This is an optimization exercise on Yosys and OpenROAD, whose aim is small area and a short achievable clock period, not a production implementation. RTL that was checked went through simulation tests only; none was proved equivalent to the original. No functional check of the RTL was part of run 1. Power and IR drop assume default switching activity.

==> flow/design.v (outline; a module is shown in full before it is edited, if it fits) <==
// module fp_mul_pipe: 1664 lines
module fp_mul_pipe (
  input  logic        clk,
  input  logic        rst_n,
  input  logic        in_valid,
  input  logic [3:0]  r_mode,
  input  logic [31:0] fp_X,
  input  logic [31:0] fp_Y,
  output logic        out_valid,
  output logic [31:0] fp_Z,
  output logic        ovrf,
  output logic        udrf
);
  // ...
==> flow/run.sh <==
#!/bin/bash
# synth_recipe.tcl (not shown) runs the flow's synth.tcl, then flattens the netlist and writes it again
# the make line also repeats each setting of config.mk as NAME=value (left out here)
make -C /OpenROAD-flow-scripts/flow DESIGN_CONFIG=/design/flow/config.mk WORK_HOME=/design/flow/orfs CLKGATE_MAP_FILE= SYNTH_SCRIPT=/design/flow/synth_recipe.tcl finish
==> flow/config.mk <==
export PLATFORM = sky130hd
export DESIGN_NAME = fp_mul_pipe
export DESIGN_NICKNAME = fp_mul_pipe
export VERILOG_FILES = /design/flow/design.v
export SDC_FILE = /design/flow/constraint.sdc
export NUM_CORES = 4
export LEC_CHECK = 0
export ABC_AREA = 1
export CAP_MARGIN = 20
export CORE_MARGIN = 2
export CORE_UTILIZATION = 40
export SETUP_SLACK_MARGIN = 4.5
export SLEW_MARGIN = 20
==> flow/constraint.sdc <==
create_clock -name core_clock -period 8.5 [get_ports {clk}]
set_input_delay 1.7000 -clock core_clock [delete_from_list [all_inputs] [get_ports {clk}]]
set_output_delay 1.7000 -clock core_clock [all_outputs]
set_load 0.01 [all_outputs]
==> summary.txt, run 1 <==
- From synthesis to final layout, the design area changed by 15.7%.
- The number of distinct standard cells referenced by the synthesized netlist is 49.
- In the global route stage, met1 resource usage came out at 29.8%.
- The run finished with no timing, DRC or antenna violations.
- The internal power of the cells totals 0.00452 W.
- The proportion of final cell area spent on non-clock buffers is roughly 7%.
- Power attributed to sequential cells is 0.00184 W.
- After layout, the worst path uses approximately 46% of the clock period.
- The post-placement cell area is 22,300 µm².
- The shortest clock period the worst path allows after layout is between 3 and 4 ns.
- The net switching power figure is 0.00359 W.
- The biggest area contributor in the post-synthesis netlist is sky130_fd_sc_hd__fa_1.
- The layout has 390 inverters outside the clock class.
- Traced cell by cell, the critical path runs through clkinvlp_2, o22ai_1, xor2_1, fa_1, inv_1, fa_1, fa_1, fa_1, inv_1.
- After layout, the buffer instance count without clock buffers stands at ~190.
- The commonest non-fill, non-tap cell in the layout is sky130_fd_sc_hd__inv_1.
- Tracing the worst setup path back leads to its startpoint at b_two0_q[9].
- The clock insertion delay at the later pin of the skew report is just over 0.6 ns.
- Among all cell classes, the greatest summed area belongs to multi-input combinational cells.
- For the clock group, total power comes out at approximately 0.0013 W.
- The biggest slice of the total power is consumed by combinational cells.
- The top cell types in the final layout, fill and taps aside, are sky130_fd_sc_hd__inv_1 (316), sky130_fd_sc_hd__xor2_1 (289), sky130_fd_sc_hd__fa_1 (270).
- The kind of critical path is reg -> reg.
- The number of H-tree branching levels is 1.
- The xor/xnor cell area share of the yosys netlist is 12.7%.
- The worst path buffer plus inverter count is 3.
- The layout has 40 clock buffers.
- The number of stages on the worst hold path is 0.
==> run 2: changes to the inputs <==
--- a/flow/design.v
+++ b/flow/design.v
@@ -1440,75 +1440,123 @@
   wire pg15 = ag41 | (ap41 & ag40);
   wire pp15x = ap41 & ap40;
   wire pg16 = ag43 | (ap43 & ag42);
   wire pp16x = ap43 & ap42;
   wire pg17 = ag45 | (ap45 & ag44);
   wire pp17x = ap45 & ap44;
   wire pg18 = ag47 | (ap47 & ag46);
   wire pp18x = ap47 & ap46;
-  wire pg19 = pg2 | (pp2x & pg1);
-  wire pg20 = pg4 | (pp4x & pg3);
-  wire pp20x = pp4x & pp3x;
-  wire pg21 = pg6 | (pp6x & pg5);
-  wire pp21x = pp6x & pp5x;
-  wire pg22 = pg8 | (pp8x & pg7);
-  wire pp22x = pp8x & pp7x;
-  wire pg23 = pg10 | (pp10x & pg9);
-  wire pp23x = pp10x & pp9x;
-  wire pg24 = pg12 | (pp12x & pg11);
-  wire pp24x = pp12x & pp11x;
-  wire pg25 = pg14 | (pp14x & pg13);
-  wire pp25x = pp14x & pp13x;
-  wire pg26 = pg16 | (pp16x & pg15);
-  wire pp26x = pp16x & pp15x;
-  wire pg27 = pg18 | (pp18x & pg17);
-  wire pp27x = pp18x & pp17x;
-  wire pg28 = pg20 | (pp20x & pg19);
-  wire pg29 = pg22 | (pp22x & pg21);
-  wire pp29x = pp22x & pp21x;
-  wire pg30 = pg24 | (pp24x & pg23);
-  wire pp30x = pp24x & pp23x;
-  wire pg31 = pg26 | (pp26x & pg25);
-  wire pp31x = pp26x & pp25x;
-  wire pg32 = pg29 | (pp29x & pg28);
-  wire pg33 = pg31 | (pp31x & pg30);
-  wire pp33x = pp31x & pp30x;
-  wire pg34 = pg33 | (pp33x & pg32);
-  wire pg35 = pg30 | (pp30x & pg32);
-  wire pg36 = pg21 | (pp21x & pg28);
-  wire pg37 = pg23 | (pp23x & pg32);
-  wire pg38 = pg25 | (pp25x & pg35);
-  wire pg39 = pg27 | (pp27x & pg34);
-  wire pg40 = pg3 | (pp3x & pg19);
-  wire pg41 = pg5 | (pp5x & pg28);
-  wire pg42 = pg7 | (pp7x & pg36);
-  wire pg43 = pg9 | (pp9x & pg32);
-  wire pg44 = pg11 | (pp11x & pg37);
-  wire pg45 = pg13 | (pp13x & pg35);
-  wire pg46 = pg15 | (pp15x & pg38);
-  wire pg47 = pg17 | (pp17x & pg34);
-  wire pg48 = ag14 | (ap14 & pg1);
-  wire pg49 = ag16 | (ap16 & pg19);
-  wire pg50 = ag18 | (ap18 & pg40);
-  wire pg51 = ag20 | (ap20 & pg28);
-  wire pg52 = ag22 | (ap22 & pg41);
-  wire pg53 = ag24 | (ap24 & pg36);
-  wire pg54 = ag26 | (ap26 & pg42);
-  wire pg55 = ag28 | (ap28 & pg32);
-  wire pg56 = ag30 | (ap30 & pg43);
-  wire pg57 = ag32 | (ap32 & pg37);
-  wire pg58 = ag34 | (ap34 & pg44);
-  wire pg59 = ag36 | (ap36 & pg35);
-  wire pg60 = ag38 | (ap38 & pg45);
-  wire pg61 = ag40 | (ap40 & pg38);
-  wire pg62 = ag42 | (ap42 & pg46);
-  wire pg63 = ag44 | (ap44 & pg34);
-  wire pg64 = ag46 | (ap46 & pg47);
-  wire [47:0] prod_w = {ap47 ^ pg64, ap46 ^ pg47, ap45 ^ pg63, ap44 ^ pg34, ap43 ^ pg62, ap42 ^ pg46, ap41 ^ pg61, ap40 ^ pg38, ap39 ^ pg60, ap38 ^ pg45, ap37 ^ pg59, ap36 ^ pg35, ap35 ^ pg58, ap34 ^ pg44, ap33 ^ pg57, ap32 ^ pg37, ap31 ^ pg56, ap30 ^ pg43, ap29 ^ pg55, ap28 ^ pg32, ap27 ^ pg54, ap26 ^ pg42, ap25 ^ pg53, ap24 ^ pg36, ap23 ^ pg52, ap22 ^ pg41, 1'b0, 1'b0, 1'b0, 1'b0, 1'b0, 1'b0, 1'b0, 1'b0, 1'b0, 1'b0, 1'b0, 1'b0, 1'b0, 1'b0, 1'b0, 1'b0, 1'b0, 1'b0, 1'b0, 1'b0, 1'b0, 1'b0};
+  wire pg19 = ag14 | (ap14 & pg1);
+  wire pg20 = pg2 | (pp2x & pg1);
+  wire pg21 = ag18 | (ap18 & pg3);
+  wire pp21x = ap18 & pp3x;
+  wire pg22 = pg4 | (pp4x & pg3);
+  wire pp22x = pp4x & pp3x;
+  wire pg23 = ag22 | (ap22 & pg5);
+  wire pp23x = ap22 & pp5x;
+  wire pg24 = pg6 | (pp6x & pg5);
+  wire pp24x = pp6x & pp5x;
+  wire pg25 = ag26 | (ap26 & pg7);
+  wire pp25x = ap26 & pp7x;
+  wire pg26 = pg8 | (pp8x & pg7);
+  wire pp26x = pp8x & pp7x;
+  wire pg27 = ag30 | (ap30 & pg9);
+  wire pp27x = ap30 & pp9x;
+  wire pg28 = pg10 | (pp10x & pg9);
+  wire pp28x = pp10x & pp9x;
+  wire pg29 = ag34 | (ap34 & pg11);
+  wire pp29x = ap34 & pp11x;
+  wire pg30 = pg12 | (pp12x & pg11);
+  wire pp30x = pp12x & pp11x;
+  wire pg31 = ag38 | (ap38 & pg13);
+  wire pp31x = ap38 & pp13x;
+  wire pg32 = pg14 | (pp14x & pg13);
+  wire pp32x = pp14x & pp13x;
+  wire pg33 = ag42 | (ap42 & pg15);
+  wire pp33x = ap42 & pp15x;
+  wire pg34 = pg16 | (pp16x & pg15);
+  wire pp34x = pp16x & pp15x;
+  wire pg35 = ag46 | (ap46 & pg17);
+  wire pp35x = ap46 & pp17x;
+  wire pg36 = pg18 | (pp18x & pg17);
+  wire pp36x = pp18x & pp17x;
+  wire pg37 = ag16 | (ap16 & pg20);
+  wire pg38 = pg3 | (pp3x & pg20);
+  wire pg39 = pg21 | (pp21x & pg20);
+  wire pg40 = pg22 | (pp22x & pg20);
+  wire pg41 = ag24 | (ap24 & pg24);
+  wire pp41x = ap24 & pp24x;
+  wire pg42 = pg7 | (pp7x & pg24);
+  wire pp42x = pp7x & pp24x;
+  wire pg43 = pg25 | (pp25x & pg24);
+  wire pp43x = pp25x & pp24x;
+  wire pg44 = pg26 | (pp26x & pg24);
+  wire pp44x = pp26x & pp24x;
+  wire pg45 = ag32 | (ap32 & pg28);
+  wire pp45x = ap32 & pp28x;
+  wire pg46 = pg11 | (pp11x & pg28);
+  wire pp46x = pp11x & pp28x;
+  wire pg47 = pg29 | (pp29x & pg28);
+  wire pp47x = pp29x & pp28x;
+  wire pg48 = pg30 | (pp30x & pg28);
+  wire pp48x = pp30x & pp28x;
+  wire pg49 = ag40 | (ap40 & pg32);
+  wire pp49x = ap40 & pp32x;
+  wire pg50 = pg15 | (pp15x & pg32);
+  wire pp50x = pp15x & pp32x;
+  wire pg51 = pg33 | (pp33x & pg32);
+  wire pp51x = pp33x & pp32x;
+  wire pg52 = pg34 | (pp34x & pg32);
+  wire pp52x = pp34x & pp32x;
+  wire pg53 = ag20 | (ap20 & pg40);
+  wire pg54 = pg5 | (pp5x & pg40);
+  wire pg55 = pg23 | (pp23x & pg40);
+  wire pg56 = pg24 | (pp24x & pg40);
+  wire pg57 = pg41 | (pp41x & pg40);
+  wire pg58 = pg42 | (pp42x & pg40);
+  wire pg59 = pg43 | (pp43x & pg40);
+  wire pg60 = pg44 | (pp44x & pg40);
+  wire pg61 = ag36 | (ap36 & pg48);
+  wire pp61x = ap36 & pp48x;
+  wire pg62 = pg13 | (pp13x & pg48);
+  wire pp62x = pp13x & pp48x;
+  wire pg63 = pg31 | (pp31x & pg48);
+  wire pp63x = pp31x & pp48x;
+  wire pg64 = pg32 | (pp32x & pg48);
+  wire pp64x = pp32x & pp48x;
+  wire pg65 = pg49 | (pp49x & pg48);
+  wire pp65x = pp49x & pp48x;
+  wire pg66 = pg50 | (pp50x & pg48);
+  wire pp66x = pp50x & pp48x;
+  wire pg67 = pg51 | (pp51x & pg48);
+  wire pp67x = pp51x & pp48x;
+  wire pg68 = pg52 | (pp52x & pg48);
+  wire pp68x = pp52x & pp48x;
+  wire pg69 = ag28 | (ap28 & pg60);
+  wire pg70 = pg9 | (pp9x & pg60);
+  wire pg71 = pg27 | (pp27x & pg60);
+  wire pg72 = pg28 | (pp28x & pg60);
+  wire pg73 = pg45 | (pp45x & pg60);
+  wire pg74 = pg46 | (pp46x & pg60);
+  wire pg75 = pg47 | (pp47x & pg60);
+  wire pg76 = pg48 | (pp48x & pg60);
+  wire pg77 = pg61 | (pp61x & pg60);
+  wire pg78 = pg62 | (pp62x & pg60);
+  wire pg79 = pg63 | (pp63x & pg60);
+  wire pg80 = pg64 | (pp64x & pg60);
+  wire pg81 = pg65 | (pp65x & pg60);
+  wire pg82 = pg66 | (pp66x & pg60);
+  wire pg83 = pg67 | (pp67x & pg60);
+  wire pg84 = pg68 | (pp68x & pg60);
+  wire pg85 = ag44 | (ap44 & pg84);
+  wire pg86 = pg17 | (pp17x & pg84);
+  wire pg87 = pg35 | (pp35x & pg84);
+  wire pg88 = pg36 | (pp36x & pg84);
+  wire [47:0] prod_w = {ap47 ^ pg87, ap46 ^ pg86, ap45 ^ pg85, ap44 ^ pg84, ap43 ^ pg83, ap42 ^ pg82, ap41 ^ pg81, ap40 ^ pg80, ap39 ^ pg79, ap38 ^ pg78, ap37 ^ pg77, ap36 ^ pg76, ap35 ^ pg75, ap34 ^ pg74, ap33 ^ pg73, ap32 ^ pg72, ap31 ^ pg71, ap30 ^ pg70, ap29 ^ pg69, ap28 ^ pg60, ap27 ^ pg59, ap26 ^ pg58, ap25 ^ pg57, ap24 ^ pg56, ap23 ^ pg55, ap22 ^ pg54, 1'b0, 1'b0, 1'b0, 1'b0, 1'b0, 1'b0, 1'b0, 1'b0, 1'b0, 1'b0, 1'b0, 1'b0, 1'b0, 1'b0, 1'b0, 1'b0, 1'b0, 1'b0, 1'b0, 1'b0, 1'b0, 1'b0};
   logic [47:0] prod;
   logic        h2_d, g, st, inc2_d;
   logic [23:0] m2_d;
   always_comb begin
     prod = prod_w;
     h2_d = prod[47];
     m2_d = h2_d ? prod[47:24] : prod[46:23];
     g    = h2_d ? prod[23] : prod[22];
==> flow/config.mk (replaced) <==
export PLATFORM = sky130hd
export DESIGN_NAME = fp_mul_pipe
export DESIGN_NICKNAME = fp_mul_pipe
export VERILOG_FILES = /design/flow/design.v
export SDC_FILE = /design/flow/constraint.sdc
export NUM_CORES = 4
export LEC_CHECK = 0
export CAP_MARGIN = 20
export CORE_MARGIN = 2
export CORE_UTILIZATION = 60
export SETUP_SLACK_MARGIN = 5.0
export SLEW_MARGIN = 20
==> run 2 against run 1 <==
Effect of this change: sequential cell count stayed put; maximum frequency is 8.3% higher; non-clock buffer count increased by 46; synthesized cell count is 8.0% lower; clock-buffer cell count is 7 higher; synthesized area down 0.34%; register-to-register slack gained 0.30 ns; core utilization rose by 28 points.
==> summary.txt, run 2 <==
- The share of synthesized cell area in full adder, half adder and majority cells was 31.2% (was 32.1%).
- The worst path buffer plus inverter count is 2 (was 3).
- The area share of and/or/nand/nor cells after synthesis is 6.83% (was 9.28%).
- The worst clock skew is 0.0450 ns (was 0.0353 ns).
- The internal portion of total power was 0.00496 W (was 0.00452 W).
- The I/O pin count is 106 (unchanged).
- The CTS tree is yes (unchanged).
- The number of H-tree branching levels is 1 (unchanged).
- The delay of the slowest cell on the worst path is 0.57 ns (was 0.64 ns).
- Largest registers ranked by flip-flop count: csa1_r: 35 flops, csb1_r: 35 flops, z_q: 32 flops (unchanged).
- The final clock period utilization by the worst path came to 42.9% (was 46.4%).
- Status: no timing/DRC/antenna violations (unchanged).
- The synthesized netlist net count is 2,535 (was 2,727).
- The final net count is 2,631 (was 2,835).
- The kind of capture point of the worst setup path is a flop (unchanged).
- The number of CTS-inserted buffers is 29 (was 30).
- The global routing usage summed across all routing layers is 33.7% (was 23.8%).
- The total clock sinks is 243 (unchanged).
- The worst hold endpoint is e2_q[5] (was e2_q[1]).
- The clock power share is 14.3% (was 15.4%).
- The data required time of the worst path is 9.00 ns (was 8.99 ns).
- The detailed router's first-iteration violation count is 1,922 (was 1,674).
- The number of flops mapped to enable cells by yosys came to 0 (unchanged).
- The number of pins with negative max-slew slack in the final report is 0 (unchanged).
- The buffer depth of the longest clock path is 3 (unchanged).
- Commonest cells in the netlist: sky130_fd_sc_hd__fa_1 (259), sky130_fd_sc_hd__a22oi_1 (256), sky130_fd_sc_hd__dfxtp_1 (239) (was sky130_fd_sc_hd__inv_1 (337), sky130_fd_sc_hd__xor2_1 (289), sky130_fd_sc_hd__fa_1 (270)).
- The slew at the pin with the worst max-slew slack was 0.585 ns (was 0.937 ns).
- The tightest slew margin relative to the limit was 60.5% (was 37.5%).
- The cell with the most instances after synthesis is sky130_fd_sc_hd__fa_1 (was sky130_fd_sc_hd__inv_1).
- Top cells by area in the synthesized netlist: sky130_fd_sc_hd__fa_1 (25%), sky130_fd_sc_hd__dfxtp_1 (23%), sky130_fd_sc_hd__xnor2_1 (9.8%) (was sky130_fd_sc_hd__fa_1 (26%), sky130_fd_sc_hd__dfxtp_1 (23%), sky130_fd_sc_hd__xor2_1 (12%)).
- The ratio of routed vias to standard cells was 6.32 (was 5.51).
- The post-detailed-placement half-perimeter wirelength is 39,500 µm (was 43,800 µm).
- The die footprint was 36,000 µm² (was 53,700 µm²).
- Setup repair after global routing missed its margin: true (unchanged).
- The total DRC errors in the routed layout came to 0 (unchanged).
- The total power divided by cell area is 348 nW/µm² (was 338 nW/µm²).
- The fill cell instance count of the final layout is 2,434 (was 4,892).
- The complex-gate fraction of the synthesized area came to 15.8% (was 12.4%).
- The footprint of the flip-flops and latches is 4990 µm² (was 4920 µm²).
- The worst endpoint data arrival time came to 4.15 ns (was 4.44 ns).
- The post-synthesis area per instance is 9.83 µm² (was 9.08 µm²).
- The top cell type's share of synthesized area is 25.1% (was 26.1%).
- The largest family of logic cells by synthesized area was adder cells (unchanged).
- The fraction of registers with async set or reset after synthesis is 1.65% (unchanged).
- The number of search-and-repair iterations in the first detailed-routing pass came to 8 (was 6).
- The count of maximum capacitance violations was 0 (unchanged).
- Cell-by-cell trace of the critical path: buf_12, a22oi_1, xnor2_1, fa_1, fa_2, fa_1, fa_1, fa_1, inv_1 (was clkinvlp_2, o22ai_1, xor2_1, fa_1, inv_1, fa_1, fa_1, fa_1, inv_1).
- The floorplan die width is 190 µm (was 232 µm).
- The net switching power figure is 0.00379 W (was 0.00359 W).
- The portion of total power attributed to combinational logic is 64.6% (was 61.9%).
- The number of setup violations in the final report was 0 (unchanged).
- The count of synthesis-stage warnings from yosys was 1 (unchanged).
- Leading cell types in the layout, fill and taps excluded: sky130_fd_sc_hd__inv_1 (230), sky130_fd_sc_hd__fa_1 (230), sky130_fd_sc_hd__xnor2_1 (222) (was sky130_fd_sc_hd__inv_1 (316), sky130_fd_sc_hd__xor2_1 (289), sky130_fd_sc_hd__fa_1 (270)).
- The global placer's final weighted congestion came to 0.922 (was 0.918).
- The number of antenna violations at the first check in global routing was 1 (was 0).
- The clock root buffer is sky130_fd_sc_hd__clkbuf_16 (unchanged).
- The number of placement rows is 67 (was 83).
- The number of distinct standard cells referenced by the synthesized netlist is 73 (was 49).
- The peak supply drop is 0.239 mV (was 0.178 mV).
- The final worst hold slack is 0.325 ns (was 0.320 ns).
- The post-synthesis sequential area ratio is 23.6% (was 23.5%).
- The detailed-route via count is 16,861 (was 17,068).
- The clock-pin transition on the worst setup and hold timing paths is 0.06 ns (about the same).
- The family of cells with the greatest summed delay on the critical path is adder cells (unchanged).
- The clock insertion delay at the later pin of the skew report is 0.61 ns (was 0.62 ns).
- The wire length per cell came to 24.8 µm (was 21.0 µm).
- The number of stages on the worst hold path came to 0 (unchanged).
- The leftover overflow at the end of global routing came to 0 (unchanged).
- The kind of critical path is reg -> reg (unchanged).
- The remaining number of nets flagged by the antenna check after routing is 0 (unchanged).
- The accumulated negative setup slack is 0 ns (unchanged).
- The origin of the worst min-delay path is e1_q[5] (was e1_q[1]).
- The critical path startpoint category is a flop (unchanged).
- The chip height is 190 µm (was 232 µm).
- The total of flip-flops plus latches after synthesis is 243 (unchanged).
- The sequential share of power was 21.2% (was 22.7%).
- The xor/xnor cell area share of the yosys netlist is 14.3% (was 12.7%).
- The wire length of the first global-routing pass is 93,800 µm (was 99,100 µm).
- The area of the multi-input gates is 14,800 µm² (was 13,900 µm²).
- The via count of the first global-routing pass is 17,113 (was 17,556).
- The effective utilization at floorplan is 61.4% (was 40.4%).
- The total routed wirelength was 66,300 µm (was 64,900 µm).
- The most used flip-flop cell after synthesis is sky130_fd_sc_hd__dfxtp_1 (unchanged).
- The cell taking the most area after synthesis is sky130_fd_sc_hd__fa_1 (unchanged).
- The pin count of the biggest net entering global routing is 31 (was 30).
- The library cell appearing most often on the critical path is sky130_fd_sc_hd__fa_1 (unchanged).
- The worst flop-to-flop path endpoint is csb1_r[11] (was csb1_r[17]).
- The synthesis-to-layout area growth is 21.8% (was 15.7%).
- The highest attainable clock frequency is 0.274 GHz (was 0.253 GHz).
- The number of input and output port buffers inserted is 105 (unchanged).
- The start of the worst register-to-register path is b_one0_q[3] (was b_two0_q[9]).
- The post-synthesis mux area share is 0.805% (was 0.585%).
- The switching portion of total power is 43.3% (was 44.3%).
- The depth of the most critical reg-to-reg path is 9 (unchanged).
- The worst hold path class is reg -> reg (unchanged).
- The share of layout cells above drive strength 1 came to 15.5% (was 11.4%).
- The final-report hold violation count was 0 (unchanged).
- The cell type of the slowest stage on the worst timing path is sky130_fd_sc_hd__fa_1 (was sky130_fd_sc_hd__clkinvlp_2).
- The largest fanout on the critical path came to 14 (was 11).
- The shortest clock period the worst path allows after layout is 3.64 ns (was 3.95 ns).
- The final core utilization came to 74.7% (was 46.8%).
- The area of the mapped netlist is 20,700 µm² (about the same).
- The core area was 33,700 µm² (was 51,300 µm²).
- The number of standard cells after synthesis is 2,103 (was 2,285).
- The internal reg-to-reg setup slack came to 4.86 ns (was 4.55 ns).
- The standby leakage power is 10.5 nW (was 10.8 nW).
==> run 2: timing repair <==
item / CTS / global route
hold buffers: 0 / 0
cloned: 2 / 24
resized for setup: 92 / 209
buffers inserted: 17 / 35
pin swaps: 2 / 57
endpoints found under the setup margin: 98 / 63
==> run 2: area by class of cell <==
cell class	count	share of cell area [%]
Clock inverter	5	0.283
Tap cell	448	2.23
Inverter	236	3.63
Timing Repair inverter	2	0.0497
Sequential cell	243	19.8
Antenna cell	1	0.00994
Clock buffer	47	3.55
Timing Repair Buffer	234	11.8
Multi-Input combinational cell	1453	58.7
==> run 2: how the worst max path moves through the flow <==
stage / start / slack, ns / cells past startpoint / to
2_1_floorplan: b_neg0_q[6] / 4.98 / 11 / csb1_r[11]
3_3_place_gp: b_neg0_q[6] / 4.17 / 9 / csb1_r[14]
3_5_place_dp: b_neg0_q[6] / 4.11 / 9 / csb1_r[14]
4_1_cts: b_one0_q[0] / 4.88 / 8 / cl1_q[0]
5_1_grt: b_one0_q[3] / 4.83 / 9 / csb1_r[11]
6_report: b_one0_q[3] / 4.86 / 9 / csb1_r[11]
==> run 2: cell families after synthesis <==
| logic type | count (synthesis) |
|---|---|
| AO/OA/AOI/OAI | 465 |
| XOR/XNOR | 337 |
| adder cells (fa/ha/maj) | 361 |
| buffers and inverters | 408 |
| flip-flops | 243 |
| multiplexers | 16 |
| AND/OR/NAND/NOR | 273 |
==> run 2: power groups by stage <==
stage	clock (W)	combinational (W)	sequential, W
5_1_grt	0.00132	0.00644	0.00187
4_1_cts	0.00127	0.00538	0.00183
6_report	0.00125	0.00565	0.00185
3_3_place_gp	0	0.00511	0.00186
2_1_floorplan	0	0.00393	0.00180
3_5_place_dp	0	0.00526	0.00186
==> run 2: metrics by stage <==
| step | std cells | setup slack [ns] | power (W) | cell area, µm² |
|---|---|---|---|---|
| after global placement | 2538 | 4.17 | 0.00696 | 22100 |
| after detailed placement | 2538 | 4.11 | 0.00712 | 22100 |
| final | 2669 | 4.86 | 0.00875 | 25200 |
| after CTS | 2609 | 4.88 | 0.00849 | 23500 |
| after global routing | 2668 | 4.83 | 0.00963 | 25200 |
| after floorplan | 2103 | 4.98 | 0.00572 | 20900 |
==> run 2: per-layer routing <==
layer	vias up	global-route usage (%)	routed length, µm
li1	7230	-	-
met1	8231	42.7	23600
met2	1090	55.8	30400
met3	308	7.19	7920
met4	2	14.7	4320
met5	-	0	17
==> run 3: changes to the inputs <==
--- a/flow/config.mk
+++ b/flow/config.mk
@@ -7,6 +7,8 @@
 export LEC_CHECK = 0
 export CAP_MARGIN = 20
 export CORE_MARGIN = 2
-export CORE_UTILIZATION = 60
+export CORE_UTILIZATION = 40
+export CTS_BUF_LIST = sky130_fd_sc_hd__clkbuf_8
+export CTS_CLUSTER_SIZE = 30
 export SETUP_SLACK_MARGIN = 5.0
 export SLEW_MARGIN = 20
==> run 3 against run 2 <==
Effect of this change: global-route usage down 9.8 points; clock-buffer cell count increased by 11; combinational power is 1% lower; sequential share of layout area fell by 0.052 points; first-iteration DRC count is 19% lower; worst setup slack gained 0.10 ns; synthesized area did not move; clock power grew 11%; wire length about the same; hold slack worse by 0.0089 ns; die area is 49% higher; largest cell class unchanged; largest power group unchanged.
==> summary.txt, run 3 <==
- Status: no timing/DRC/antenna violations (unchanged).
- The global routing usage summed across all routing layers was 23.8% (was 33.7%).
- The final clock period utilization by the worst path is 41.6% (was 42.9%).
- The detailed router's first-iteration violation count was 1,550 (was 1,922).
- The data required time of the worst path is 8.99 ns (was 9.00 ns).
- The clock-pin transition on the worst setup and hold timing paths is 0.07 ns (was 0.06 ns).
- The wire length of the first global-routing pass is 98,700 µm (was 93,800 µm).
- The kind of critical path is reg -> reg (unchanged).
- The floorplan die width is 231 µm (was 190 µm).
- The kind of capture point of the worst setup path is a flop (unchanged).
- The total placed cells including tap cells is 2,770 (was 2,538).
- The buffer depth of the longest clock path is 3 (unchanged).
- The fraction of registers with async set or reset after synthesis is 1.65% (unchanged).
- The cell type of the slowest stage on the worst timing path was sky130_fd_sc_hd__or4_4 (was sky130_fd_sc_hd__fa_1).
- The detailed-route via count came to 16,328 (was 16,861).
- The start of the worst register-to-register path is b_neg0_q[0] (was b_one0_q[3]).
- The synthesized netlist net count came to 2,535 (unchanged).
- The number of stages on the worst hold path was 0 (unchanged).
- The final-report hold violation count is 0 (unchanged).
- The post-layout instance count excluding filler cells is 2,902 (was 2,669).
- The wire length per cell is 22.9 µm (was 24.8 µm).
- The count of maximum capacitance violations was 0 (unchanged).
- The standby leakage power was 10.5 nW (about the same).
- The via count of the first global-routing pass came to 17,110 (was 17,113).
- The number of CTS-inserted buffers is 44 (was 29).
- The number of antenna violations at the first check in global routing came to 2 (was 1).
- The internal reg-to-reg setup slack is 4.96 ns (was 4.86 ns).
- The post-detailed-placement half-perimeter wirelength is 40,600 µm (was 39,500 µm).
- The CTS tree is yes (unchanged).
- The cell taking the most area after synthesis is sky130_fd_sc_hd__fa_1 (unchanged).
- Leading cell types in the layout, fill and taps excluded: sky130_fd_sc_hd__fa_1 (242), sky130_fd_sc_hd__inv_1 (236), sky130_fd_sc_hd__a22oi_1 (221) (was sky130_fd_sc_hd__inv_1 (230), sky130_fd_sc_hd__fa_1 (230), sky130_fd_sc_hd__xnor2_1 (222)).
- The number of search-and-repair iterations in the first detailed-routing pass is 7 (was 8).
- The remaining number of nets flagged by the antenna check after routing is 0 (unchanged).
- The count of synthesis-stage warnings from yosys is 1 (unchanged).
- Largest registers ranked by flip-flop count: csa1_r: 35 flops, csb1_r: 35 flops, z_q: 32 flops (unchanged).
- The total power divided by cell area is 349 nW/µm² (was 348 nW/µm²).
- The top cell type's share of synthesized area is 25.1% (unchanged).
- The area of the mapped netlist was 20,700 µm² (unchanged).
- The final net count came to 2,618 (was 2,631).
- The slew at the pin with the worst max-slew slack is 0.516 ns (was 0.585 ns).
- The number of setup violations in the final report is 0 (unchanged).
- Commonest cells in the netlist: sky130_fd_sc_hd__fa_1 (259), sky130_fd_sc_hd__a22oi_1 (256), sky130_fd_sc_hd__dfxtp_1 (239) (unchanged).
- The leftover overflow at the end of global routing is 0 (unchanged).
- The clock insertion delay at the later pin of the skew report is 0.62 ns (was 0.61 ns).
- The clock root buffer is sky130_fd_sc_hd__clkbuf_8 (was sky130_fd_sc_hd__clkbuf_16).
- The total clock sinks is 243 (unchanged).
- The peak supply drop is 0.152 mV (was 0.239 mV).
- The family of cells with the greatest summed delay on the critical path is simple AND/OR/NAND/NOR gates (was adder cells).
- The commonest non-fill, non-tap cell in the layout is sky130_fd_sc_hd__fa_1.
- The number of H-tree branching levels came to 2 (was 1).
- The worst hold path class is reg -> reg (unchanged).
- The fill cell instance count of the final layout was 4,660 (was 2,434).
- The share of layout cells above drive strength 1 was 14.3% (was 15.5%).
- The pin count of the biggest net entering global routing is 31 (unchanged).
- The origin of the worst min-delay path is e1_q[8] (was e1_q[5]).
- The shortest clock period the worst path allows after layout came to 3.54 ns (was 3.64 ns).
- The critical path startpoint category was a flop (unchanged).
- The accumulated negative setup slack was 0 ns (unchanged).
- The post-synthesis sequential area ratio is 23.6% (unchanged).
- The worst hold endpoint is e2_q[8] (was e2_q[5]).
- The depth of the most critical reg-to-reg path is 9 (unchanged).
- The cell with the most instances after synthesis is sky130_fd_sc_hd__fa_1 (unchanged).
- The tightest slew margin relative to the limit is 65.0% (was 60.5%).
- The post-route total power is 0.00879 W (was 0.00875 W).
- The synthesis-to-layout area growth came to 21.9% (was 21.8%).
- The core area was 51,200 µm² (was 33,700 µm²).
- The total DRC errors in the routed layout is 0 (unchanged).
- The number of placement rows is 83 (was 67).
- The worst flop-to-flop path endpoint is cl1_q[0] (was csb1_r[11]).
- The library cell appearing most often on the critical path is sky130_fd_sc_hd__or4_4 (was sky130_fd_sc_hd__fa_1).
- Cell-by-cell trace of the critical path: buf_12, or4_4, nor4_4, nand4b_4, or4_4, or4b_4, or3_4, or3b_1, a221o_1 (was buf_12, a22oi_1, xnor2_1, fa_1, fa_2, fa_1, fa_1, fa_1, inv_1).
- The number of distinct standard cells referenced by the synthesized netlist is 73 (unchanged).
- The chip height is 231 µm (was 190 µm).
- The effective utilization at floorplan is 40.4% (was 61.4%).
- Top cells by area in the synthesized netlist: sky130_fd_sc_hd__fa_1 (25%), sky130_fd_sc_hd__dfxtp_1 (23%), sky130_fd_sc_hd__xnor2_1 (9.8%) (unchanged).
- The worst clock skew came to 0.0294 ns (was 0.0450 ns).
- The global placer's final weighted congestion was 0.858 (was 0.922).
- The die footprint is 53,500 µm² (was 36,000 µm²).
- The number of standard cells after synthesis is 2,103 (unchanged).
- Setup repair after global routing missed its margin: true (unchanged).
- The total routed wirelength is 66,300 µm (about the same).
- The post-synthesis area per instance came to 9.83 µm² (unchanged).
- The total inserted antenna cells is 0 (was 1).
- The highest attainable clock frequency is 0.283 GHz (was 0.274 GHz).
- The most used flip-flop cell after synthesis was sky130_fd_sc_hd__dfxtp_1 (unchanged).
- The I/O pin count came to 106 (unchanged).
- The number of pins with negative max-slew slack in the final report is 0 (unchanged).
- The number of input and output port buffers inserted came to 105 (unchanged).
- The number of flops mapped to enable cells by yosys came to 0 (unchanged).
- The number of hold buffers added after CTS is 0 (unchanged).
- The largest fanout on the critical path is 23 (was 14).
- The worst path buffer plus inverter count is 1 (was 2).
- The delay of the slowest cell on the worst path came to 0.54 ns (was 0.57 ns).
- The ratio of routed vias to standard cells is 5.63 (was 6.32).
- The worst endpoint data arrival time is 4.03 ns (was 4.15 ns).
- The total of flip-flops plus latches after synthesis is 243 (unchanged).
run 3: report_power, final:
| group | internal [W] | total [W] | switching (W) |
|---|---|---|---|
| clock | 0.000862 | 0.00139 | 0.000526 |
| sequential | 0.00162 | 0.00183 | 0.000214 |
| combinational | 0.00256 | 0.00558 | 0.00302 |
| total | 0.00504 | 0.00879 | 0.00376 |
run 3: cell type report:
class | instances | area (µm²) | area share, %
Sequential cell | 243 | 4980 | 19.8
Inverter | 236 | 906 | 3.60
Multi-Input combinational cell | 1453 | 14700 | 58.3
Timing Repair Buffer | 208 | 2640 | 10.5
Clock inverter | 24 | 328 | 1.30
Clock buffer | 58 | 798 | 3.17
Tap cell | 680 | 851 | 3.38
run 3: logic make-up after synthesis:
kind of cell	count (synthesis)	synth area share, %
fa+ha+maj	361	31.2
simple gates	273	6.83
flops	243	23.6
buf+inv	408	7.44
mux	16	0.805
compound gates	465	15.8
xor+xnor	337	14.3
run 3: timing repair:
item	CTS	global route
pin swaps	1	26
buffers inserted	16	18
endpoints found under the setup margin	69	57
gates resized for setup	117	142
cloned	1	15
run 3: worst register-to-register path: stages, from the launching register on:
cell and delay [ns]:
sky130_fd_sc_hd__dfxtp_1 0.32, sky130_fd_sc_hd__buf_12 0.18, sky130_fd_sc_hd__or4_4 0.56, sky130_fd_sc_hd__nor4_4 0.24, sky130_fd_sc_hd__nand4b_4 0.16, sky130_fd_sc_hd__or4_4 0.44, sky130_fd_sc_hd__or4b_4 0.50, sky130_fd_sc_hd__or3_4 0.39
sky130_fd_sc_hd__or3b_1 0.36, sky130_fd_sc_hd__a221o_1 0.29
run 3: layer usage:
metal / vias to the layer above / share of wire, % / GRT usage (%)
li1: 7198 / - / -
met4: 2 / 3.8 / 9.40
met5: - / 0.020 / 0
met2: 915 / 46 / 39.3
met3: 170 / 11 / 4.81
met1: 8043 / 39 / 30.7
run 3: per-stage QoR:
step,util [%],cell area [µm²],hold WS (ns),setup slack [ns]
final,49.2,25200,0.316,4.96
after global routing,49.2,25200,0.335,4.91
after CTS,47.1,24100,0.319,4.97
after detailed placement,43.7,22400,0.312,4.22
after global placement,43.7,22400,0.313,4.15
after floorplan,-,20900,0.310,4.98
run 3: how the worst max path moves through the flow:
stage	start	endpoint	slack [ns]	cells after the start
global route	b_one0_q[5]	csb1_r[11]	4.91	9
detailed placement	b_neg0_q[7]	csb1_r[20]	4.22	9
finish	b_neg0_q[0]	cl1_q[0]	4.96	9
CTS	b_one0_q[7]	csb1_r[20]	4.97	9
floorplan	b_neg0_q[6]	csb1_r[11]	4.98	11
global placement	b_neg0_q[2]	csb1_r[12]	4.15	8
==> run 4: changes to the inputs <==
--- a/flow/config.mk
+++ b/flow/config.mk
@@ -10,5 +10,6 @@
 export CORE_UTILIZATION = 40
 export CTS_BUF_LIST = sky130_fd_sc_hd__clkbuf_8
 export CTS_CLUSTER_SIZE = 30
+export PLACE_DENSITY = 0.75
 export SETUP_SLACK_MARGIN = 5.0
 export SLEW_MARGIN = 20
==> run 4 against run 3 <==
Effect of this change: final cell count increased by 0.55%; synthesized area stayed put; wire length grew 0.64%; highest routed layer unchanged.
==> summary.txt, run 4 <==
- Status: no timing/DRC/antenna violations (unchanged).
- The ratio of routed vias to standard cells is 5.86 (was 5.63).
- The clock root buffer is sky130_fd_sc_hd__clkbuf_8 (unchanged).
- The library cell appearing most often on the critical path is sky130_fd_sc_hd__fa_1 (was sky130_fd_sc_hd__or4_4).
- The accumulated negative setup slack is 0 ns (unchanged).
- Cell-by-cell trace of the critical path: buf_12, a22oi_1, xnor2_1, fa_1, fa_1, fa_1, inv_1, ha_1, a21oi_1, nand2_1, a41oi_2, o21ai_2 (was buf_12, or4_4, nor4_4, nand4b_4, or4_4, or4b_4, or3_4, or3b_1, a221o_1).
- Leading cell types in the layout, fill and taps excluded: sky130_fd_sc_hd__inv_1 (237), sky130_fd_sc_hd__a22oi_1 (225), sky130_fd_sc_hd__fa_1 (220) (was sky130_fd_sc_hd__fa_1 (242), sky130_fd_sc_hd__inv_1 (236), sky130_fd_sc_hd__a22oi_1 (221)).
- The post-synthesis sequential area ratio came to 23.6% (unchanged).
- The cell taking the most area after synthesis was sky130_fd_sc_hd__fa_1 (unchanged).
- The post-synthesis area per instance is 9.83 µm² (unchanged).
- The area share of and/or/nand/nor cells after synthesis is 6.83% (unchanged).
- The number of hold buffers added after CTS was 0 (unchanged).
- The worst path buffer plus inverter count is 2 (was 1).
- The final clock period utilization by the worst path is 43.1% (was 41.6%).
- The post-detailed-placement half-perimeter wirelength is 40,800 µm (was 40,600 µm).
- The total of flip-flops plus latches after synthesis is 243 (unchanged).
- Setup repair after global routing missed its margin: true (unchanged).
- The clock-pin transition on the worst setup and hold timing paths is 0.07 ns (about the same).
- The kind of critical path is reg -> reg (unchanged).
- The family of cells with the greatest summed delay on the critical path is adder cells (was simple AND/OR/NAND/NOR gates).
- The total power divided by cell area is 352 nW/µm² (was 349 nW/µm²).
- The floorplan die width is 231 µm (unchanged).
- The final net count was 2,640 (was 2,618).
- The remaining number of nets flagged by the antenna check after routing was 0 (unchanged).
- The cell type of the slowest stage on the worst timing path is sky130_fd_sc_hd__fa_1 (was sky130_fd_sc_hd__or4_4).
- The core area is 51,200 µm² (unchanged).
- The share of layout cells above drive strength 1 is 16.2% (was 14.3%).
- The shortest clock period the worst path allows after layout came to 3.67 ns (was 3.54 ns).
- The worst endpoint data arrival time is 4.16 ns (was 4.03 ns).
- The number of pins with negative max-slew slack in the final report is 0 (unchanged).
- The number of H-tree branching levels is 2 (unchanged).
- The number of CTS-inserted buffers came to 41 (was 44).
- The CTS tree is yes (unchanged).
- Largest registers ranked by flip-flop count: csa1_r: 35 flops, csb1_r: 35 flops, z_q: 32 flops (unchanged).
- The commonest non-fill, non-tap cell in the layout is sky130_fd_sc_hd__inv_1 (was sky130_fd_sc_hd__fa_1).
- The pin count of the biggest net entering global routing is 31 (unchanged).
- The number of setup violations in the final report came to 0 (unchanged).
- The wire length of the first global-routing pass is 97,900 µm (was 98,700 µm).
- The complex-gate fraction of the synthesized area is 15.8% (unchanged).
- The worst clock skew is 0.0408 ns (was 0.0294 ns).
- The total clock sinks came to 243 (unchanged).
- The synthesized netlist net count is 2,535 (unchanged).
- The clock insertion delay at the later pin of the skew report came to 0.63 ns (was 0.62 ns).
- Top cells by area in the synthesized netlist: sky130_fd_sc_hd__fa_1 (25%), sky130_fd_sc_hd__dfxtp_1 (23%), sky130_fd_sc_hd__xnor2_1 (9.8%) (unchanged).
- The number of placement rows is 83 (unchanged).
- The total inserted antenna cells is 0 (unchanged).
- The total DRC errors in the routed layout is 0 (unchanged).
- The peak supply drop is 0.190 mV (was 0.152 mV).
- The leftover overflow at the end of global routing is 0 (unchanged).
- The cell with the most instances after synthesis was sky130_fd_sc_hd__fa_1 (unchanged).
- The top cell type's share of synthesized area was 25.1% (unchanged).
- The standby leakage power is 10.6 nW (was 10.5 nW).
- The synthesis-to-layout area growth is 23.1% (was 21.9%).
- The number of antenna violations at the first check in global routing came to 1 (was 2).
- The highest attainable clock frequency is 0.273 GHz (was 0.283 GHz).
- The share of synthesized cell area in full adder, half adder and majority cells is 31.2% (unchanged).
- The effective utilization at floorplan is 40.4% (unchanged).
- The chip height came to 231 µm (unchanged).
- The area of the mapped netlist is 20,700 µm² (unchanged).
- The global placer's final weighted congestion is 0.923 (was 0.858).
- The fraction of registers with async set or reset after synthesis is 1.65% (unchanged).
- The post-synthesis mux area share was 0.805% (unchanged).
- The number of search-and-repair iterations in the first detailed-routing pass is 8 (was 7).
- The xor/xnor cell area share of the yosys netlist came to 14.3% (unchanged).
- The number of flops mapped to enable cells by yosys is 0 (unchanged).
- The total routed wirelength is 66,800 µm (was 66,300 µm).
- The kind of capture point of the worst setup path is a flop (unchanged).
- The tightest slew margin relative to the limit is 59.5% (was 65.0%).
- The number of distinct standard cells referenced by the synthesized netlist is 73 (unchanged).
- The delay of the slowest cell on the worst path was 0.57 ns (was 0.54 ns).
- The count of maximum capacitance violations is 0 (unchanged).
- Commonest cells in the netlist: sky130_fd_sc_hd__fa_1 (259), sky130_fd_sc_hd__a22oi_1 (256), sky130_fd_sc_hd__dfxtp_1 (239) (unchanged).
- The via count of the first global-routing pass came to 17,618 (was 17,110).
- The number of standard cells after synthesis is 2,103 (unchanged).
- The count of synthesis-stage warnings from yosys came to 1 (unchanged).
- The worst hold path class was reg -> reg (unchanged).
- The buffer depth of the longest clock path is 3 (unchanged).
- The slew at the pin with the worst max-slew slack came to 0.597 ns (was 0.516 ns).
- The wire length per cell is 22.9 µm (about the same).
- The die footprint is 53,500 µm² (unchanged).
- The most used flip-flop cell after synthesis is sky130_fd_sc_hd__dfxtp_1 (unchanged).
- The final-report hold violation count was 0 (unchanged).
- The detailed router's first-iteration violation count is 1,898 (was 1,550).
- The largest family of logic cells by synthesized area is adder cells (unchanged).
- The I/O pin count was 106 (unchanged).
- The data required time of the worst path is 8.99 ns (about the same).
- The global routing usage summed across all routing layers was 23.6% (was 23.8%).
- The critical path startpoint category is a flop (unchanged).
- The number of input and output port buffers inserted came to 105 (unchanged).
- The largest fanout on the critical path is 14 (was 23).
- The detailed-route via count is 17,114 (was 16,328).
- The final core utilization is 49.7% (was 49.2%).
==> run 4: final cells by class <==
cell class | count | area [µm²]
clock inverters | 25 | 238
repair buffers | 233 | 3010
clock buffers | 48 | 661
flip-flops and latches | 243 | 4980
fillers | 4428 | 25700
multi-input cells | 1453 | 14800
inverters | 236 | 911
well taps | 680 | 851
==> run 4: path summary, 6_finish.rpt <==
| check | from | end | slack [ns] | depth (start not counted) |
|---|---|---|---|---|
| setup / recovery | b_one0_q[2] | cin1_r | 4.83 | 12 |
| hold / removal | cl1_q[1] | cl2_q[1] | 0.33 | 0 |
| setup reg to reg | b_one0_q[2] | cin1_r | 4.83 | 12 |
| hold reg to reg | cl1_q[1] | cl2_q[1] | 0.33 | 0 |
| max in group asynchronous | rst_n | vld_q[0] | 7.03 | 1 |
| min in group asynchronous | rst_n | vld_q[1] | 1.31 | 1 |
==> run 4: per-layer routing <==
layer	GRT usage, %	wire (µm)
met1	29.8	24600
met2	37.0	28800
met3	6.99	9570
met4	11.1	3790
met5	0	8
==> run 4: repair_timing <==
action                     CTS  global route
hold endpoints to repair     0             0
gates resized for setup    137           169
setup buffers               39            16
gates cloned                 5            15
setup endpoints to repair   97            65
pin swaps                    6            33
==> run 4: logic make-up (layout without fill, tap and decap cells) <==
logic type,Yosys count,after routing
mux,16,16
buf+inv,408,542
fa+ha+maj,361,361
compound gates,465,466
flops,243,243
simple gates,273,273
xor+xnor,337,337
==> run 4: power breakdown <==
group / total (W) / internal [W] / switching (W)
sequential: 0.00182 / 0.00162 / 0.000202
combinational: 0.00600 / 0.00272 / 0.00328
clock: 0.00114 / 0.000644 / 0.000499
==> run 4: per-stage QoR <==
| stage | area, µm² | total power, W | setup slack, ns | hold slack [ns] | cells |
|---|---|---|---|---|---|
| global route | 25400 | 0.00977 | 4.74 | 0.329 | 2918 |
| finish | 25400 | 0.00896 | 4.83 | 0.326 | 2918 |
| global placement | 22300 | 0.00714 | 3.99 | 0.311 | 2768 |
| floorplan | 20900 | 0.00572 | 4.98 | 0.310 | 2103 |
| CTS | 24300 | 0.00868 | 4.79 | 0.326 | 2887 |
| detailed placement | 22400 | 0.00739 | 4.15 | 0.312 | 2770 |
==> run 5: changes to the inputs <==
--- a/flow/config.mk
+++ b/flow/config.mk
@@ -8,8 +8,5 @@
 export CAP_MARGIN = 20
 export CORE_MARGIN = 2
 export CORE_UTILIZATION = 40
-export CTS_BUF_LIST = sky130_fd_sc_hd__clkbuf_8
-export CTS_CLUSTER_SIZE = 30
-export PLACE_DENSITY = 0.75
 export SETUP_SLACK_MARGIN = 5.0
 export SLEW_MARGIN = 20
==> run 5 against run 4 <==
Effect of this change: sequential cell count is the same; hold slack lost 0.0025 ns; still clean on timing, DRC and antenna; final cell count is 1.2% lower; synthesized cell count stayed put; sequential share of layout area rose by 0.19 points; sequential power barely moved; register-to-register slack gained 0.08 ns; combinational power fell by 6.5%; via count shrank 4.2%; worst setup slack gained 0.084 ns; maximum frequency up 2.4%; critical path type unchanged; largest cell class unchanged.
==> summary.txt, run 5 <==
- The remaining number of nets flagged by the antenna check after routing is 0 (unchanged).
- The post-synthesis area per instance came to 9.83 µm² (unchanged).
- The number of pins with negative max-slew slack in the final report is 0 (unchanged).
- The chip height came to 231 µm (unchanged).
- The number of flops mapped to enable cells by yosys is 0 (unchanged).
- The kind of capture point of the worst setup path is a flop (unchanged).
- The final clock period utilization by the worst path was 42.1% (was 43.1%).
- The worst endpoint data arrival time is 4.05 ns (was 4.16 ns).
- The start of the worst register-to-register path is fx0_q[15] (was b_one0_q[2]).
- The post-detailed-placement half-perimeter wirelength was 40,600 µm (was 40,800 µm).
- The total clock sinks came to 243 (unchanged).
- The post-synthesis sequential area ratio is 23.6% (unchanged).
- The footprint of the flip-flops and latches was 4980 µm² (about the same).
- The highest attainable clock frequency was 0.279 GHz (was 0.273 GHz).
- The origin of the worst min-delay path is e1_q[6] (was cl1_q[1]).
- The final-report hold violation count is 0 (unchanged).
- The core area was 51,200 µm² (unchanged).
- The leftover overflow at the end of global routing is 0 (unchanged).
- The buffer depth of the longest clock path was 3 (unchanged).
- The CTS tree is yes (unchanged).
- The number of standard cells after synthesis came to 2,103 (unchanged).
- The internal reg-to-reg setup slack is 4.92 ns (was 4.83 ns).
- The via count of the first global-routing pass is 17,049 (was 17,618).
- The most used flip-flop cell after synthesis is sky130_fd_sc_hd__dfxtp_1 (unchanged).
- The count of synthesis-stage warnings from yosys came to 1 (unchanged).
- The synthesized netlist net count was 2,535 (unchanged).
- The peak supply drop is 0.196 mV (was 0.190 mV).
- Top cells by area in the synthesized netlist: sky130_fd_sc_hd__fa_1 (25%), sky130_fd_sc_hd__dfxtp_1 (23%), sky130_fd_sc_hd__xnor2_1 (9.8%) (unchanged).
- The final core utilization is 49.2% (was 49.7%).
- The number of distinct standard cells referenced by the synthesized netlist is 73 (unchanged).
- The cell taking the most area after synthesis is sky130_fd_sc_hd__fa_1 (unchanged).
- The floorplan die width is 231 µm (unchanged).
- The number of H-tree branching levels is 1 (was 2).
- The commonest non-fill, non-tap cell in the layout is sky130_fd_sc_hd__fa_1 (was sky130_fd_sc_hd__inv_1).
- The fraction of registers with async set or reset after synthesis is 1.65% (unchanged).
- Setup repair after global routing missed its margin: true (unchanged).
- The pin count of the biggest net entering global routing was 31 (unchanged).
- Commonest cells in the netlist: sky130_fd_sc_hd__fa_1 (259), sky130_fd_sc_hd__a22oi_1 (256), sky130_fd_sc_hd__dfxtp_1 (239) (unchanged).
- The clock root buffer is sky130_fd_sc_hd__clkbuf_16 (was sky130_fd_sc_hd__clkbuf_8).
- The synthesis-to-layout area growth is 21.8% (was 23.1%).
- The wire length of the first global-routing pass is 98,800 µm (was 97,900 µm).
- The area of the multi-input gates is 14,700 µm² (was 14,800 µm²).
- The critical path startpoint category is a flop (unchanged).
- The worst hold path class was reg -> reg (unchanged).
- The accumulated negative setup slack was 0 ns (unchanged).
- The standby leakage power is 10.4 nW (was 10.6 nW).
- The number of antenna violations at the first check in global routing is 1 (unchanged).
- The area of the mapped netlist is 20,700 µm² (unchanged).
- The effective utilization at floorplan is 40.4% (unchanged).
- The wire length per cell is 23.2 µm (was 22.9 µm).
- The die footprint is 53,500 µm² (unchanged).
- The largest fanout on the critical path is 14 (unchanged).
- The final net count is 2,613 (was 2,640).
- Largest registers ranked by flip-flop count: csa1_r: 35 flops, csb1_r: 35 flops, z_q: 32 flops (unchanged).
- Status: no timing/DRC/antenna violations (unchanged).
- The data required time of the worst path came to 8.97 ns (was 8.99 ns).
- The ratio of routed vias to standard cells was 5.69 (was 5.86).
- The shortest clock period the worst path allows after layout is 3.58 ns (was 3.67 ns).
- The top cell type's share of synthesized area came to 25.1% (unchanged).
- The fill cell instance count of the final layout was 4,649 (was 4,428).
- The total power divided by cell area is 347 nW/µm² (was 352 nW/µm²).
- The total inserted antenna cells is 0 (unchanged).
- The detailed-route via count is 16,403 (was 17,114).
- The number of setup violations in the final report was 0 (unchanged).
- The total routed wirelength was 66,900 µm (was 66,800 µm).
- The number of placement rows is 83 (unchanged).
- The worst clock skew is 0.0521 ns (was 0.0408 ns).
- The number of input and output port buffers inserted is 105 (unchanged).
- The launch point of the critical path was fx0_q[15] (was b_one0_q[2]).
- The cell with the most instances after synthesis was sky130_fd_sc_hd__fa_1 (unchanged).
- The total DRC errors in the routed layout is 0 (unchanged).
- The final worst hold slack is 0.323 ns (was 0.326 ns).
- The slew at the pin with the worst max-slew slack is 0.522 ns (was 0.597 ns).
- The global routing usage summed across all routing layers is 23.8% (was 23.6%).
- The clock insertion delay at the later pin of the skew report was 0.62 ns (was 0.63 ns).
- The share of layout cells above drive strength 1 was 13.6% (was 16.2%).
- The I/O pin count came to 106 (unchanged).
- Leading cell types in the layout, fill and taps excluded: sky130_fd_sc_hd__fa_1 (241), sky130_fd_sc_hd__inv_1 (232), sky130_fd_sc_hd__a22oi_1 (224) (was sky130_fd_sc_hd__inv_1 (237), sky130_fd_sc_hd__a22oi_1 (225), sky130_fd_sc_hd__fa_1 (220)).
- The number of search-and-repair iterations in the first detailed-routing pass is 6 (was 8).
- The tightest slew margin relative to the limit is 64.6% (was 59.5%).
- The number of CTS-inserted buffers came to 29 (was 41).
- The count of maximum capacitance violations was 0 (unchanged).
- The clock-pin transition on the worst setup and hold timing paths is 0.06 ns (was 0.07 ns).
- The detailed router's first-iteration violation count came to 1,443 (was 1,898).
- The total of flip-flops plus latches after synthesis is 243 (unchanged).
- The global placer's final weighted congestion is 0.858 (was 0.923).
- The kind of critical path is reg -> reg (unchanged).
==> run 5: cell count changes in the layout (fill, tap and decap cells not counted), moves of 5 or more <==
cell and delta:
sky130_fd_sc_hd__clkbuf_8 -45, sky130_fd_sc_hd__clkbuf_16 +28, sky130_fd_sc_hd__fa_1 +21, sky130_fd_sc_hd__fa_2 -21, sky130_fd_sc_hd__buf_6 -15, sky130_fd_sc_hd__xnor2_1 +9
sky130_fd_sc_hd__xnor2_2 -9, sky130_fd_sc_hd__clkbuf_1 +6, sky130_fd_sc_hd__clkinv_2 -5, sky130_fd_sc_hd__inv_1 -5
==> run 5: report_power, final <==
group | switching (W) | leakage, nW | total, W | internal (W)
clock network | 0.000521 | 0.473 | 0.00130 | 0.000778
logic | 0.00302 | 7.87 | 0.00561 | 0.00258
registers | 0.000212 | 2.07 | 0.00183 | 0.00162
total | 0.00376 | 10.4 | 0.00873 | 0.00498
==> run 5: stage by stage <==
step | total power (W) | instance area (µm²) | cells | setup WS [ns]
6_report | 0.00873 | 25200 | 2883 | 4.92
5_1_grt | 0.00970 | 25200 | 2883 | 4.88
4_1_cts | 0.00858 | 24000 | 2848 | 4.95
3_5_place_dp | 0.00720 | 22400 | 2770 | 4.22
3_3_place_gp | 0.00707 | 22400 | 2770 | 4.15
2_1_floorplan | 0.00572 | 20900 | 2103 | 4.98
==> run 5: layout make-up <==
| type | instances | share of cell area [%] |
|---|---|---|
| sequential | 243 | 19.8 |
| tap | 680 | 3.38 |
| clock buffer | 38 | 3.13 |
| clock inverter | 15 | 0.820 |
| multi-input combinational | 1453 | 58.3 |
| timing repair buffer | 218 | 11.0 |
| inverter | 236 | 3.65 |
==> run 5: worst max-delay path, stage by stage, from the launching register on <==
cell and delay (ns):
sky130_fd_sc_hd__dfxtp_2 0.37, sky130_fd_sc_hd__buf_12 0.17, sky130_fd_sc_hd__a22oi_1 0.27, sky130_fd_sc_hd__xnor2_1 0.13, sky130_fd_sc_hd__fa_1 0.62, sky130_fd_sc_hd__fa_2 0.47
sky130_fd_sc_hd__fa_1 0.42, sky130_fd_sc_hd__fa_1 0.47, sky130_fd_sc_hd__fa_1 0.50, sky130_fd_sc_hd__inv_1 0.04
==> run 5: cell families (layout without fill, tap and decap cells) <==
kind of cell,count (synthesis),count (layout),synth area share (%)
xor+xnor,337,337,14.3
simple gates,273,274,6.83
fa+ha+maj,361,361,31.2
flops,243,243,23.6
compound gates,465,465,15.8
mux,16,16,0.805
buf+inv,408,507,7.44
==> run 5: what timing repair did <==
item	CTS	global route
setup endpoints to repair	69	62
hold buffers	0	0
resized for setup	107	155
cloned	2	15
pin swaps	2	26
setup buffers	23	20
==> run 5: final timing paths <==
path,endpoint,cells after the start
setup reg to reg,csb1_r[9],9
hold / removal,e2_q[6],0
max in group asynchronous,vld_q[3],1
min in group asynchronous,vld_q[2],1
hold reg to reg,e2_q[6],0
setup / recovery,csb1_r[9],9
==> run 5: routing by layer <==
layer  up-vias  routed length, µm  track usage [%]
met1      8085              26200             30.9
met4         2               2970             9.15
met2       913              30700             39.2
met3       217               6970             4.40
li1       7186                  -                -
met5         -                 13                0
==> run 6: changes to the inputs <==
==> flow/flow/run.sh (new file) <==
#!/bin/bash
set -euo pipefail
MARGIN=5.8
sed -E "s/SETUP_SLACK_MARGIN=[-0-9.]+/SETUP_SLACK_MARGIN=${MARGIN}/" standard.sh > standard_margin.sh
grep -q "SETUP_SLACK_MARGIN=${MARGIN}" standard_margin.sh
bash standard_margin.sh > standard.log 2>&1
==> flow/standard.sh (new file) <==
#!/bin/bash
# synth_recipe.tcl (not shown) runs the flow's synth.tcl, then flattens the netlist and writes it again
# the make line also repeats each setting of config.mk as NAME=value (left out here)
make -C /OpenROAD-flow-scripts/flow DESIGN_CONFIG=/design/flow/config.mk WORK_HOME=/design/flow/orfs CLKGATE_MAP_FILE= SYNTH_SCRIPT=/design/flow/synth_recipe.tcl "${@:-finish}"
--- a/flow/config.mk
+++ b/flow/config.mk
@@ -8,5 +8,7 @@
 export CAP_MARGIN = 20
 export CORE_MARGIN = 2
 export CORE_UTILIZATION = 40
+export CTS_BUF_LIST = sky130_fd_sc_hd__clkbuf_8
+export CTS_CLUSTER_SIZE = 30
 export SETUP_SLACK_MARGIN = 5.0
 export SLEW_MARGIN = 20
removed: flow/run.sh
==> run 6 against run 5 <==
Effect of this change: still clean on timing, DRC and antenna; total power up 14%; clock skew decreased by 0.015 ns; final cell count is 5.3% higher; global-route usage up 2.1 points; clock power fell by 12%; register-to-register slack is essentially flat; combinational power up 25%; final area rose by 11%; synthesized area unchanged; critical endpoint is now csb1_r[12].
==> summary.txt, run 6 <==
- The critical path startpoint category is a flop (unchanged).
- The accumulated negative setup slack came to 0 ns (unchanged).
- The pin count of the biggest net entering global routing is 31 (unchanged).
- Top cells by area in the synthesized netlist: sky130_fd_sc_hd__fa_1 (25%), sky130_fd_sc_hd__dfxtp_1 (23%), sky130_fd_sc_hd__xnor2_1 (9.8%) (unchanged).
- The number of search-and-repair iterations in the first detailed-routing pass is 8 (was 6).
- The largest fanout on the critical path is 5 (was 14).
- Status: no timing/DRC/antenna violations (unchanged).
- The cell taking the most area after synthesis is sky130_fd_sc_hd__fa_1 (unchanged).
- The clock root buffer is sky130_fd_sc_hd__clkbuf_8 (was sky130_fd_sc_hd__clkbuf_16).
- The post-synthesis sequential area ratio is 23.6% (unchanged).
- The CTS tree is yes (unchanged).
- The total clock sinks is 243 (unchanged).
- The floorplan die width is 231 µm (unchanged).
- The wire length of the first global-routing pass was 106,000 µm (was 98,800 µm).
- The area of the mapped netlist came to 20,700 µm² (unchanged).
- The effective utilization at floorplan is 40.4% (unchanged).
- The shortest clock period the worst path allows after layout is 3.59 ns (was 3.58 ns).
- The synthesis-to-layout area growth came to 35.2% (was 21.8%).
- The post-detailed-placement half-perimeter wirelength is 40,900 µm (was 40,600 µm).
- The kind of critical path is reg -> reg (unchanged).
- The wire length per cell is 23.1 µm (was 23.2 µm).
- Commonest cells in the netlist: sky130_fd_sc_hd__fa_1 (259), sky130_fd_sc_hd__a22oi_1 (256), sky130_fd_sc_hd__dfxtp_1 (239) (unchanged).
- The kind of capture point of the worst setup path is a flop (unchanged).
- The final core utilization came to 54.6% (was 49.2%).
- The fraction of registers with async set or reset after synthesis is 1.65% (unchanged).
- The number of placement rows is 83 (unchanged).
- The worst flop-to-flop path endpoint was csb1_r[12] (was csb1_r[9]).
- The internal reg-to-reg setup slack was 4.91 ns (was 4.92 ns).
- The final net count is 2,760 (was 2,613).
- The ratio of routed vias to standard cells came to 5.70 (was 5.69).
- The total power divided by cell area is 357 nW/µm² (was 347 nW/µm²).
- The peak supply drop is 0.178 mV (was 0.196 mV).
- The via count of the first global-routing pass was 17,975 (was 17,049).
- The standby leakage power was 11.5 nW (was 10.4 nW).
- The worst endpoint data arrival time was 4.09 ns (was 4.05 ns).
- The share of layout cells above drive strength 1 came to 33.6% (was 13.6%).
- The depth of the most critical reg-to-reg path is 10 (was 9).
- The clock insertion delay at the later pin of the skew report was 0.64 ns (was 0.62 ns).
- The number of pins with negative max-slew slack in the final report is 0 (unchanged).
- The clock-pin transition on the worst setup and hold timing paths is 0.05 ns (was 0.06 ns).
- The total routed wirelength is 70,100 µm (was 66,900 µm).
- Largest registers ranked by flip-flop count: csa1_r: 35 flops, csb1_r: 35 flops, z_q: 32 flops (unchanged).
- Leading cell types in the layout, fill and taps excluded: sky130_fd_sc_hd__inv_1 (221), sky130_fd_sc_hd__dfxtp_1 (192), sky130_fd_sc_hd__xnor2_1 (189) (was sky130_fd_sc_hd__fa_1 (241), sky130_fd_sc_hd__inv_1 (232), sky130_fd_sc_hd__a22oi_1 (224)).
- The origin of the worst min-delay path is e1_q[6] (unchanged).
- The synthesized netlist net count was 2,535 (unchanged).
- The detailed-route via count came to 17,321 (was 16,403).
- The top cell type's share of synthesized area is 25.1% (unchanged).
- The number of antenna violations at the first check in global routing was 3 (was 1).
- The highest attainable clock frequency is 0.279 GHz (about the same).
- The fill cell instance count of the final layout is 4,351 (was 4,649).
- The number of H-tree branching levels is 2 (was 1).
- The I/O pin count is 106 (unchanged).
- The count of synthesis-stage warnings from yosys was 1 (unchanged).
- The post-synthesis area per instance is 9.83 µm² (unchanged).
- The slew at the pin with the worst max-slew slack came to 0.823 ns (was 0.522 ns).
- The final clock period utilization by the worst path is 42.2% (was 42.1%).
- The remaining number of nets flagged by the antenna check after routing is 0 (unchanged).
- The number of stages on the worst hold path came to 0 (unchanged).
- The total DRC errors in the routed layout is 0 (unchanged).
- The die footprint is 53,500 µm² (unchanged).
- The total of flip-flops plus latches after synthesis is 243 (unchanged).
- The chip height came to 231 µm (unchanged).
- The data required time of the worst path was 9.00 ns (was 8.97 ns).
- The number of input and output port buffers inserted was 105 (unchanged).
- The cell with the most instances after synthesis is sky130_fd_sc_hd__fa_1 (unchanged).
- The number of CTS-inserted buffers is 44 (was 29).
- The number of flops mapped to enable cells by yosys is 0 (unchanged).
- The count of maximum capacitance violations was 0 (unchanged).
- The final-report hold violation count is 0 (unchanged).
- The worst hold endpoint is e2_q[6] (unchanged).
- The most used flip-flop cell after synthesis is sky130_fd_sc_hd__dfxtp_1 (unchanged).
- The start of the worst register-to-register path was b_two0_q[5] (was fx0_q[15]).
- The buffer depth of the longest clock path is 3 (unchanged).
- Setup repair after global routing missed its margin: true (unchanged).
- The commonest non-fill, non-tap cell in the layout is sky130_fd_sc_hd__inv_1 (was sky130_fd_sc_hd__fa_1).
- The number of standard cells after synthesis came to 2,103 (unchanged).
- The detailed router's first-iteration violation count was 2,126 (was 1,443).
- The worst hold path class is reg -> reg (unchanged).
- The core area is 51,200 µm² (unchanged).
- The global routing usage summed across all routing layers is 25.9% (was 23.8%).
- The worst clock skew is 0.0375 ns (was 0.0521 ns).
- The tightest slew margin relative to the limit came to 44.9% (was 64.6%).
- The leftover overflow at the end of global routing is 0 (unchanged).
- The number of setup violations in the final report is 0 (unchanged).
- The global placer's final weighted congestion was 0.895 (was 0.858).
- The number of distinct standard cells referenced by the synthesized netlist is 73 (unchanged).
[run 6: cell counts after synthesis]
No cell type changed its count.
[run 6: cells by family after synthesis]
logic type | share of synthesized area (%)
AOI/OAI and AO/OA | 15.8
adders and majority gates | 31.2
buffers and inverters | 7.44
muxes | 0.805
xor gates and xnor gates | 14.3
DFF | 23.6
and+or+nand+nor | 6.83
[run 6: worst max-delay path, cell delays in order (launching register included)]
cell,delay [ns]
sky130_fd_sc_hd__dfxtp_4,0.35
sky130_fd_sc_hd__buf_12,0.14
sky130_fd_sc_hd__buf_12,0.14
sky130_fd_sc_hd__a22oi_2,0.20
sky130_fd_sc_hd__xor2_2,0.19
sky130_fd_sc_hd__fa_2,0.51
sky130_fd_sc_hd__fa_2,0.38
sky130_fd_sc_hd__fa_2,0.54
sky130_fd_sc_hd__fa_2,0.44
sky130_fd_sc_hd__fa_2,0.52
sky130_fd_sc_hd__inv_1,0.03
[run 6: how the worst max path moves through the flow]
stage | slack (ns) | start | cells after the start | end
final | 4.91 | b_two0_q[5] | 10 | csb1_r[12]
after global routing | 4.84 | b_two0_q[5] | 10 | csb1_r[12]
after CTS | 4.93 | b_two0_q[5] | 10 | csb1_r[12]
after detailed placement | 4.17 | b_neg0_q[2] | 9 | csb1_r[13]
after global placement | 4.22 | b_neg0_q[2] | 9 | csb1_r[13]
after floorplan | 5.09 | fx0_q[13] | 10 | csb1_r[13]
[run 6: per-stage QoR]
step	setup WS (ns)	total power [W]	hold WS [ns]	instance area (µm²)	std cells
4_1_cts	4.93	0.00955	0.327	26900	2998
3_3_place_gp	4.22	0.00747	0.313	23100	2767
5_1_grt	4.84	0.0110	0.331	28000	3037
6_report	4.91	0.00998	0.326	28000	3037
2_1_floorplan	5.09	0.00609	0.310	22400	2103
3_5_place_dp	4.17	0.00760	0.313	23100	2767
[run 6: per-layer routing]
layer  up-vias  track usage [%]  routed length [µm]
met5         -                0                  26
met4         4             14.6                4670
met3       308             6.46                7390
met2      1061             40.6               30900
met1      8453             32.7               27200
li1       7495                -                   -
[run 6: layout make-up]
type / count / area, µm² / area share (%)
timing repair buffer: 345 / 4070 / 14.5
tap: 680 / 851 / 3.04
sequential: 243 / 5000 / 17.9
antenna: 1 / 2.50 / 0.00895
clock inverter: 27 / 254 / 0.908
clock buffer: 47 / 647 / 2.31
multi-input combinational: 1456 / 16200 / 57.8
timing repair inverter: 2 / 32.5 / 0.116
inverter: 236 / 937 / 3.35
[run 6: power by group]
part	total [W]	switching (W)	internal [W]
registers	0.00184	0.000212	0.00163
clock network	0.00115	0.000512	0.000639
logic	0.00699	0.00360	0.00339
total	0.00998	0.00432	0.00566
[run 6: timing repair]
action                                  CTS  global route
hold buffers                              0             0
pin swaps                                99            90
setup buffers                           135            33
endpoints found under the setup margin  150           148
resized for setup                       480           166
gates cloned                             22             5

static timing again, ports no longer ideal:
Ports are ideal in the flow. The routed layouts listed here were re-timed in OpenROAD. Step 1, drivers: a clkbuf_16 drives clk and a buf_2 each remaining input, both assumed. Step 2 also shifts input and output timing later by t, the mid clock arrival at the registers, as if the neighbouring blocks saw the same clock. a / b / c = ideal / step 1 / step 2; a / b = the first two.
run	t, ns	setup slack, ns	worst hold slack (ns)
run 1	0.663	4.554 / 4.554 / 4.554	0.320 / 0.320 / 0.320
run 2	0.641	4.856 / 4.856 / 4.856	0.325 / 0.325 / 0.325
run 3	0.660	4.960 / 4.960 / 4.960	0.316 / 0.316 / 0.316
run 4	0.659	4.835 / 4.835 / 4.835	0.326 / 0.326 / 0.326
run 5	0.651	4.919 / 4.919 / 4.919	0.323 / 0.323 / 0.323
run 6	0.677	4.913 / 4.913 / 4.913	0.326 / 0.326 / 0.326
After both steps every run listed still meets setup and hold.
